This design comes from an exercise in tuning for small area and few clock cycles per item on the open sky130 flow, not from production work. In this exercise RTL edits were held to simulation tests only and were not proved equivalent to the original.

==> inputs of 05-20 <==
// fp_mul_pipe
module fp_mul_pipe #(
   parameter int EXP_W = 8,
   parameter int MAN_W = 23
) (
   input  logic                     clk,
   input  logic                     rst,
   input  logic                     in_valid,
   output logic                     in_ready,
   input  logic [EXP_W+MAN_W:0]     in_a,
   input  logic [EXP_W+MAN_W:0]     in_b,
   output logic                     out_valid,
   input  logic                     out_ready,
   output logic [EXP_W+MAN_W:0]     out_z,
   output logic [3:0]               out_flags
);
clock: 8.5 ns
lec_check: 0
abc_area: 1
cap_margin: 20
core_margin: 2
core_utilization: 40
cts_buf_list: sky130_fd_sc_hd__clkbuf_8
slew_margin: 20
synth_hierarchical: 1
standard.sh (not shown) runs the stock make flow with config.mk's settings and CLKGATE_MAP_FILE= SYNTH_SCRIPT=/design/flow/synth_recipe.tcl, a recipe that flattens the netlist after the stock synthesis.
==> flow/flow/run.sh <==
#!/bin/bash
# The standard layout, with plain buf_1 cells as the port buffers.
set -euo pipefail
bash standard.sh "BUFFER_PORTS_ARGS=-buffer_cell sky130_fd_sc_hd__buf_1" finish > standard_flow.log 2>&1
==> 12-27: changes against 05-20 <==
==> flow/flow/run.sh (replaced) <==
#!/bin/bash
set -euo pipefail
here=$(pwd)
{
  head -n 1 synth_recipe.tcl
  cat <<EOF
proc abc {args} {
  set i [lsearch -exact \$args -script]
  if { \$i >= 0 } { lset args [expr { \$i + 1 }] {$here/flow/abc.script} }
  yosys abc {*}\$args
}
EOF
  tail -n +2 synth_recipe.tcl
} > own_synth.tcl
bash standard.sh "SYNTH_SCRIPT=$here/own_synth.tcl" "BUFFER_PORTS_ARGS=-buffer_cell sky130_fd_sc_hd__buf_1" finish > standard_flow.log 2>&1
==> flow/flow/abc.script (new file) <==
strash
dch
amap
topo
- CTS_BUF_LIST: sky130_fd_sc_hd__clkbuf_8 -> not set
==> run notes <==
- Depth of the worst register-to-register path: 2
* Number of DRC markers after the initial detailed-route iteration: 1,273
- Detail Route met3 WL: 4730 um
* Most common cell in the synthesized netlist: sky130_fd_sc_hd__xor2_1
- In this run the mean area of a mapped cell was 8.89 um^2.
- Final antenna diode count: 1
- Run status: finished clean
- The floorplan step defined a die boundary enclosing 39,300 um^2.
That was 05-20.
==> run notes <==
- Run status: finished clean
* Final antenna diode count: 0
- The die covers 37,100 um^2.
- Depth of the worst register-to-register path: 3
- After the first detailed-routing iteration, the DRC count stood at 1,560.
- Dividing the synthesized area by the synthesized cell count gives 8.32 um^2.
That was 12-27.
Testbench counts of 05-20, summed over its fixed seeds: cycles 12,008, items 12,000.
Testbench counts of 12-27, summed over its fixed seeds: cycles 12,008, items 12,000.

* * *

==> v19 <==
fp_mul_pipe, a different RTL version from the one above (not shown whole).
==> flow/config.mk <==
export PLATFORM = sky130hd
export DESIGN_NAME = fp_mul_pipe
export DESIGN_NICKNAME = fp_mul_pipe
export VERILOG_FILES = /design/flow/design.v
export SDC_FILE = /design/flow/constraint.sdc
export NUM_CORES = 4
export LEC_CHECK = 0
export ABC_AREA = 1
export CAP_MARGIN = 20
export CORE_MARGIN = 2
export CORE_UTILIZATION = 45
export GPL_TIMING_DRIVEN = 0
export SLEW_MARGIN = 20
export SYNTH_HIERARCHICAL = 1
export TNS_END_PERCENT = 0
==> flow/constraint.sdc <==
create_clock -name core_clock -period 8.5 [get_ports {clk}]
set_input_delay 1.7000 -clock core_clock [delete_from_list [all_inputs] [get_ports {clk}]]
set_output_delay 1.7000 -clock core_clock [all_outputs]
set_load 0.01 [all_outputs]
run.sh (not shown) runs the stock make flow with config.mk's settings and CLKGATE_MAP_FILE= SYNTH_SCRIPT=/design/flow/synth_recipe.tcl, a recipe that flattens the netlist after the stock synthesis.
Stock flow here: none of the scripts above is used.
==> v33 (differences from v19) <==
CORE_UTILIZATION = 40   (was 45)
TNS_END_PERCENT = not set   (was 0)
==> v6 (differences from v19) <==
CORE_UTILIZATION = 50   (was 45)
GPL_TIMING_DRIVEN = not set   (was 0)
TNS_END_PERCENT = not set   (was 0)
==> insert_results.sql <==
INSERT INTO impl_metrics (metric_group, metric, value, unit) VALUES
('cells_and_area', 'n_fill_cell', '3575', ''),
('global_route', 'groute.usage.overall', '34.2', '%'),
('critical_path', 'worst_path_largest_cell_delay', '580', 'ps'),
('routing', 'met3_wirelength', '6.10', 'mm'),
('cells_and_area', 'num-nets-final', '2638', ''),
('critical_path', 'worst-path-buf-inv', '7', ''),
('sta', 'maxSlewHeadroom', '32.6', '%'),
('critical_path', 'rr_endpoint', 'oz[28]', ''),
('floorplan', 'core.rowCount', '71', ''),
('run_status', 'status', 'timing/DRC/antenna clean', ''),
('floorplan', 'die_x', '198', 'µm'),
('sta', 'setup_slack', '203', 'ps'),
('critical_path', 'rr_worst_depth', '1', ''),
('routing', 'top_signal_layer_used', 'met4', '');
That was v19.
==> insert_results.sql <==
INSERT INTO impl_metrics (metric_group, metric, value, unit) VALUES
('run_status', 'status', 'timing/DRC/antenna clean', ''),
('floorplan', 'core.rowCount', '67', ''),
('sta', 'maxSlewHeadroom', '40.3', '%'),
('critical_path', 'rr_worst_depth', '2', ''),
('critical_path', 'worst-path-buf-inv', '6', ''),
('routing', 'met3_wirelength', '5.04', 'mm'),
('critical_path', 'worst_path_largest_cell_delay', '540', 'ps'),
('critical_path', 'rr_endpoint', 'oz[20]', ''),
('cells_and_area', 'n_fill_cell', '2985', ''),
('sta', 'setup_slack', '295', 'ps'),
('global_route', 'groute.usage.overall', '33.4', '%'),
('cells_and_area', 'num-nets-final', '2754', '');
That was v6.
==> insert_results.sql <==
INSERT INTO impl_metrics (metric_group, metric, value, unit) VALUES
('cells_and_area', 'num-nets-final', '2625', ''),
('global_route', 'groute.usage.overall', '29.8', '%'),
('critical_path', 'rr_endpoint', 'oz[24]', ''),
('floorplan', 'core.rowCount', '75', ''),
('critical_path', 'rr_worst_depth', '1', ''),
('sta', 'setup_slack', '170', 'ps'),
('critical_path', 'worst-path-buf-inv', '6', ''),
('floorplan', 'die_x', '210', 'µm'),
('sta', 'maxSlewHeadroom', '41.7', '%'),
('run_status', 'status', 'timing/DRC/antenna clean', ''),
('cells_and_area', 'n_fill_cell', '4134', '');
That was v33.
Testbench counts of v19, summed over its fixed seeds: cycles 12,008, items 12,000.
Testbench counts of v33, summed over its fixed seeds: cycles 12,008, items 12,000.
Testbench counts of v6, summed over its fixed seeds: cycles 12,008, items 12,000.

[what the ideal ports hide]
Ports are ideal in the flow. The routed layouts listed here were re-timed in OpenROAD.
Step 1 sets driving cells, clkbuf_16 on the clock port and buf_2 on the other inputs (assumed; they add their load-dependent delay and slew).
Step 2 times the ports against the registers' clock, not the clock port: input delays grow and output delays shrink by t, the midpoint of the rising clock arrivals with the driver on.
Slacks: ideal / step 1 / step 2; pairs: ideal / step 1.
| run | t (ns) | setup slack, ns | worst setup path at the end | worst slew at a driven data input, ns | cell pins on the clock port's net |
|---|---|---|---|---|---|
| 05-20 | 0.318 | 0.826 / 0.822 / 0.517 | input to register | 0.09 | 1 |
| 12-27 | 0.321 | 0.235 / 0.202 / -0.119 | input to register | 0.11 | 1 |
| v19 | 0.316 | 0.203 / 0.210 / -0.106 | input to register | 0.09 | 1 |
| v33 | 0.315 | 0.170 / 0.185 / -0.129 | input to register | 0.09 | 1 |
| v6 | 0.313 | 0.295 / 0.310 / -0.003 | input to register | 0.07 | 1 |
Met with ideal ports but missed after step 2: setup timing in 12-27, v19, v33 and v6. The setup slack of 12-27, which loses most, moves by -0.033 ns with the drivers and by -0.354 ns with both steps.
